Context: an optimization exercise on an open-source flow, tuned for small area and a short achievable clock period. The choices shown serve that exercise and are no tape-out recipe.
Function was checked by simulation only, so behaviour that the tests miss may differ from the original.
Power and IR drop assume default switching activity.

## wallace_mul
module wallace_mul
(
    input  logic                          clk,
    input  logic                          arst_n,
    input  logic                          in_valid,
    input  logic [mul_pkg::OPERAND_W-1:0] a,
    input  logic [mul_pkg::OPERAND_W-1:0] b,
    output logic                          out_valid,
    output logic [mul_pkg::PRODUCT_W-1:0] product
);
Settings: LEC_CHECK=0, ABC_AREA=1, CAP_MARGIN=20, CORE_MARGIN=2, CORE_UTILIZATION=55, SETUP_SLACK_MARGIN=3.1, SLEW_MARGIN=20, SYNTH_HIERARCHICAL=1; clock period 5.7 ns.
standard.sh (not shown) runs the stock make flow with config.mk's settings and CLKGATE_MAP_FILE= SYNTH_SCRIPT=/design/flow/synth_recipe.tcl, a recipe that flattens the netlist after the stock synthesis.
==> flow/flow/run.sh <==
#!/bin/bash
set -e
export BUFFER_PORTS_ARGS="-buffer_cell sky130_fd_sc_hd__buf_2"
bash standard.sh > standard.log 2>&1
The starting point completed without violations.
Then changed:
==> flow/flow/run.sh (replaced) <==
#!/bin/bash
set -e
export BUFFER_PORTS_ARGS="-buffer_cell sky130_fd_sc_hd__buf_4"
bash standard.sh > standard.log 2>&1
- CORE_UTILIZATION: 55 -> 40
Effect:
- The new run completed without violations
- design area goes up by 2.0%
- via count falls by 2.3%
- setup slack gets better by 0.015 ns

* * *

== build 41 ==
Starting RTL as in the previous note.
Settings: LEC_CHECK=0, ABC_AREA=1, CAP_MARGIN=20, CORE_MARGIN=2, CORE_UTILIZATION=55, CTS_BUF_LIST=sky130_fd_sc_hd__clkbuf_8, SETUP_SLACK_MARGIN=3.4, SLEW_MARGIN=20, SYNTH_HIERARCHICAL=1; clock period 5.7 ns.
==> flow/flow/run.sh <==
#!/bin/bash
set -e
export BUFFER_PORTS_ARGS="-buffer_cell sky130_fd_sc_hd__buf_2"
bash standard.sh > standard.log 2>&1
Build 41 | status: complete | timing, DRC, antenna: pass
What build 6 does differently from build 41 at the input level:
# build 41
export LEC_CHECK = 0
export ABC_AREA = 1
export CAP_MARGIN = 20
export CORE_MARGIN = 2
export CORE_UTILIZATION = 55
export CTS_BUF_LIST = sky130_fd_sc_hd__clkbuf_8
export SETUP_SLACK_MARGIN = 3.4
export SLEW_MARGIN = 20
export SYNTH_HIERARCHICAL = 1
create_clock -name core_clock -period 5.7 [get_ports {clk}]
# build 6
export LEC_CHECK = 0
export ABC_AREA = 1
export CAP_MARGIN = 20
export CORE_MARGIN = 2
export CORE_UTILIZATION = 65
export SETUP_SLACK_MARGIN = 3.1
export SLEW_MARGIN = 20
export SYNTH_HIERARCHICAL = 1
create_clock -name core_clock -period 5.7 [get_ports {clk}]
## What came out
- Higher final clock period utilization by the worst path was reported by build 6, not build 41.
- Build 6 vs build 41 — core occupancy in the finished layout rose 6.8 points.
- Build 41 has a higher power than build 6.
- In build 6 the total of plain and repair buffers excluding clock buffers turned out 15% lower than in build 41.
- As of build 6, via count of the first global-routing pass had risen by a few percent compared to build 41.
- Clock group share of total power: higher on build 6
- Worst hold slack delta (build 6 − build 41): favourable
- Relative to build 41, the power attributed to sequential cells measured on build 6 has decreased slightly.
Input-level comparison between build 5 and build 6:
# build 6
export LEC_CHECK = 0
export ABC_AREA = 1
export CAP_MARGIN = 20
export CORE_MARGIN = 2
export CORE_UTILIZATION = 65
export SETUP_SLACK_MARGIN = 3.1
export SLEW_MARGIN = 20
export SYNTH_HIERARCHICAL = 1
create_clock -name core_clock -period 5.7 [get_ports {clk}]
# build 5
export LEC_CHECK = 0
export ABC_AREA = 1
export CAP_MARGIN = 20
export CORE_MARGIN = 2
export CORE_UTILIZATION = 55
export SETUP_SLACK_MARGIN = 3.4
export SLEW_MARGIN = 20
export SYNTH_HIERARCHICAL = 1
create_clock -name core_clock -period 5.7 [get_ports {clk}]
[summary]
- Where via count is concerned, build 6 is outperformed by build 5.
- In build 5, the die boundary width came out 8.6% above the value in build 6.
- [compare] base=build 6 new=build 5: sequential cell count has remained practically unchanged, largest net degree at the start of global routing now larger, final cell count higher, number of sinks on the clock net stayed essentially flat.
- Delay contributed by the slowest stage of the critical path for build 5: 0.22 ns down relative to build 6

==> what the ideal ports hide <==
Ports are ideal in the flow. The routed layouts listed here were re-timed in OpenROAD. Step 1: set_driving_cell puts a clkbuf_16 on clk and a buf_2 on each other input, an assumption about the parent block. Step 2 also shifts input and output timing later by t, the mid clock arrival at the registers, as if the neighbouring blocks saw the same clock. Three values: ideal ports, drivers, drivers and shift; two values: the first two.
run	t, ns	setup WS [ns]	slew at the worst register clock pin (ns)
the first run of note 1	0.676	3.090 / 3.090 / 3.090	0.07 / 0.07
the second run of note 1	0.677	3.105 / 3.105 / 3.105	0.06 / 0.06
build 41	0.762	3.270 / 3.270 / 3.270	0.08 / 0.08
build 6	0.690	3.043 / 3.043 / 3.043	0.07 / 0.07
build 5	0.673	3.257 / 3.257 / 3.257	0.07 / 0.07
After both steps setup and hold are still met in every run listed.
